Context: an optimization exercise on an open-source flow, tuned for small area, a short achievable clock period and few clock cycles per item. The choices shown serve that exercise and are no tape-out recipe. In this exercise RTL edits were held to simulation tests only and were not proved equivalent to the original. Power and IR drop assume default switching activity.

== tundra ==
==> flow/design.v (excerpt) <==
module height_color_map_shade #(
  parameter int unsigned MAX_ENTRIES = 7
) (
  input  logic              clk_i,
  input  logic              rst_ni,
  input  logic              start,
  output logic              busy,
  input  logic [7:0]        height_level_i,
  output logic              result_valid_o,
  output logic [7:0]        red_o,
  output logic [7:0]        green_o,
  output logic [7:0]        blue_o,
  output logic              table_hit_o,
  input  logic              psel,
  input  logic              penable,
  input  logic              pwrite,
  input  logic [hcms_pkg::ADDR_W-1:0] paddr,
  input  logic [hcms_pkg::DATA_W-1:0] pwdata,
  output logic [hcms_pkg::DATA_W-1:0] prdata,
  output logic              pready
);
clock: 5.0 ns
lec_check: 0
cap_margin: 20
core_margin: 2
core_utilization: 60
setup_slack_margin: 2.85
slew_margin: 20
run.sh (not shown) runs the stock make flow with config.mk's settings and CLKGATE_MAP_FILE= SYNTH_SCRIPT=/design/flow/synth_recipe.tcl, a recipe that flattens the netlist after the stock synthesis.
tundra: no failed stages, no open violations at the end
Testbench counts of tundra, summed over its fixed seeds: cycles 17,024, items 16,384.
Modified inputs, pepper compared to tundra
-- flow/config.mk --
<<< tundra, line 10
export CORE_UTILIZATION = 60
export SETUP_SLACK_MARGIN = 2.85
export SLEW_MARGIN = 20
>>> pepper, line 10
export CORE_UTILIZATION = 60
export SETUP_SLACK_MARGIN = 2.6
export SLEW_MARGIN = 20
--- outcome ---
- pepper went all the way through the flow, and no timing, DRC or antenna check failed.
- Status: aggregate global-route resource usage parity (tundra, pepper)
- [compare] base=tundra new=pepper: worst endpoint data arrival time up 0.04 ns; area used by multi-input combinational logic down 3.4%; number of placed cells counting well taps flat.
- dfxtp_1 as the most common cell after layout, fill and taps aside was reported by pepper, and dfrtp_1 by tundra.
- The final critical-path share of the clock period number comes out lower for tundra vs pepper.
- Compared with tundra, pepper improves number of vias in the routed layout.

---

Setup of run 1:
Another version of the RTL of height_color_map_shade (not shown whole).
For scale: about 2,200 cells after synthesis.
Design height_color_map_shade, start of the top module:
module height_color_map_shade #(
  parameter int unsigned MAX_ENTRIES = 7
) (
  input  logic              clk_i,
  input  logic              rst_ni,
  input  logic              start,
  output logic              busy,
  input  logic [7:0]        height_level_i,
  output logic              result_valid_o,
  output logic [7:0]        red_o,
  output logic [7:0]        green_o,
  output logic [7:0]        blue_o,
  output logic              table_hit_o,
  input  logic              psel,
  input  logic              penable,
  input  logic              pwrite,
  input  logic [hcms_pkg::ADDR_W-1:0] paddr,
  input  logic [hcms_pkg::DATA_W-1:0] pwdata,
  output logic [hcms_pkg::DATA_W-1:0] prdata,
  output logic              pready
);
  localparam int unsigned QW = hcms_pkg::QUOT_W;
  localparam int unsigned SL = QW + 2;
  logic [2:0]                                   entry_count;
  logic [MAX_ENTRIES-1:0][hcms_pkg::DATA_W-1:0] entries;
  logic [SL:0]                                  vld_q;
  logic [7:0]                                   lvl_q;
  logic                                         in_vld_q;
  logic                                         pk_vld_q;
  logic [MAX_ENTRIES-1:0]                       sel_d;
  logic [MAX_ENTRIES-1:1]                       nsel_d;
  logic [MAX_ENTRIES-1:0]                       sel0_q;
  ...
Settings: LEC_CHECK=0, CAP_MARGIN=20, CORE_MARGIN=2, CORE_UTILIZATION=65, CTS_CLUSTER_DIAMETER=100, CTS_CLUSTER_SIZE=25, SETUP_SLACK_MARGIN=2.75, SLEW_MARGIN=20; clock period 5.0 ns.
standard.sh (not shown) runs the stock make flow with config.mk's settings and CLKGATE_MAP_FILE= SYNTH_SCRIPT=/design/flow/synth_recipe.tcl, a recipe that flattens the netlist after the stock synthesis.
==> flow/flow/run.sh <==
#!/bin/bash
set -euo pipefail
export BUFFER_PORTS_ARGS="-buffer_cell sky130_fd_sc_hd__buf_2"
bash standard.sh > flow_standard.log 2>&1
The flow did not stop early for run 1: all stages ran, and the layout cleared the timing, design-rule and antenna checks.
Testbench counts of run 1, summed over its fixed seeds: cycles 17,152, items 16,384.
Here is what was changed in the inputs of run 2 compared with run 1.
# run 1
export LEC_CHECK = 0
export CAP_MARGIN = 20
export CORE_MARGIN = 2
export CORE_UTILIZATION = 65
export CTS_CLUSTER_DIAMETER = 100
export CTS_CLUSTER_SIZE = 25
export SETUP_SLACK_MARGIN = 2.75
export SLEW_MARGIN = 20
create_clock -name core_clock -period 5.0 [get_ports {clk_i}]
# run 2
export LEC_CHECK = 0
export CAP_MARGIN = 20
export CORE_MARGIN = 2
export CORE_UTILIZATION = 60
export CTS_CLUSTER_DIAMETER = 100
export CTS_CLUSTER_SIZE = 25
export SETUP_SLACK_MARGIN = 2.8
export SLEW_MARGIN = 20
create_clock -name core_clock -period 5.0 [get_ports {clk_i}]
Notes after the runs:
- Compared with run 1, run 2 improves final critical-path setup slack.
- Of run 2 and run 1, it is run 2 that has the higher depth of the critical timing path with buffers and inverters included.
- Final area for run 2 is higher than for run 1.
- Clock-buffer cell count | run 2 above run 1
- Run 1 -> run 2: sequential power flat
- Run 2 vs run 1 — total buffers and inverters traversed by the critical path rose 2.
## Diff of input files: run 3 against run 2
# run 2
export LEC_CHECK = 0
export CAP_MARGIN = 20
export CORE_MARGIN = 2
export CORE_UTILIZATION = 60
export CTS_CLUSTER_DIAMETER = 100
export CTS_CLUSTER_SIZE = 25
export SETUP_SLACK_MARGIN = 2.8
export SLEW_MARGIN = 20
create_clock -name core_clock -period 5.0 [get_ports {clk_i}]
# run 3
export LEC_CHECK = 0
export CAP_MARGIN = 20
export CORE_MARGIN = 2
export CORE_UTILIZATION = 65
export CTS_CLUSTER_DIAMETER = 100
export CTS_CLUSTER_SIZE = 28
export SETUP_SLACK_MARGIN = 2.75
export SLEW_MARGIN = 20
create_clock -name core_clock -period 5.0 [get_ports {clk_i}]
==> comparison <==
- Run 2 → run 3: post-synthesis to final-layout area growth lost 1.2 points, final weighted congestion of routability-driven global placement saw an increase, overall die width went down 3.8%, total core area went down 3200 um2.
- Run 3 vs run 2 on share of cell area taken by flip-flops and latches: run 3 is the higher one.
- Status | run 3 and run 2 | clean
- Looking at pin count of the biggest net entering global routing, run 3 sits about 3.3% above run 2.
- Relative to run 2, met2 track demand over resource in global routing has gone up in run 3.
- Between run 2 and run 3, total routing usage reported by global routing increased.
- Run 3 against run 2: number of violations of the max-capacitance limit held, slack of the critical path held.

==> afterwards: timing with drivers on the ports <==
The results above use ideal ports. As a check the final layouts listed here were re-extracted and re-timed, cells and wires unchanged.
Step 1: set_driving_cell puts a clkbuf_16 on clk_i and a buf_2 on each other input, an assumption about the parent block.
Step 2 also shifts input and output timing later by t, the mid clock arrival at the registers, as if the neighbouring blocks saw the same clock.
Three values: ideal, step 1, step 2; two values: the first two.
run | t (ns) | setup slack, ns | worst setup path after step 2 | worst register clock-pin slew, ns | worst data-port slew with drivers (ns)
tundra | 0.647 | 2.405 / 2.405 / 2.004 | input to register | 0.07 / 0.07 | 0.10
pepper | 0.655 | 2.386 / 2.386 / 1.993 | input to register | 0.06 / 0.06 | 0.09
run 1 | 0.639 | 2.749 / 2.749 / 2.175 | input to register | 0.10 / 0.10 | 0.07
run 2 | 0.647 | 2.753 / 2.753 / 2.232 | input to register | 0.10 / 0.10 | 0.08
run 3 | 0.634 | 2.751 / 2.751 / 2.191 | input to register | 0.11 / 0.11 | 0.09
After both steps every run listed still meets setup and hold. For run 1, which loses most, drivers alone change the setup slack by 0.000 ns; drivers and shift together by -0.574 ns.
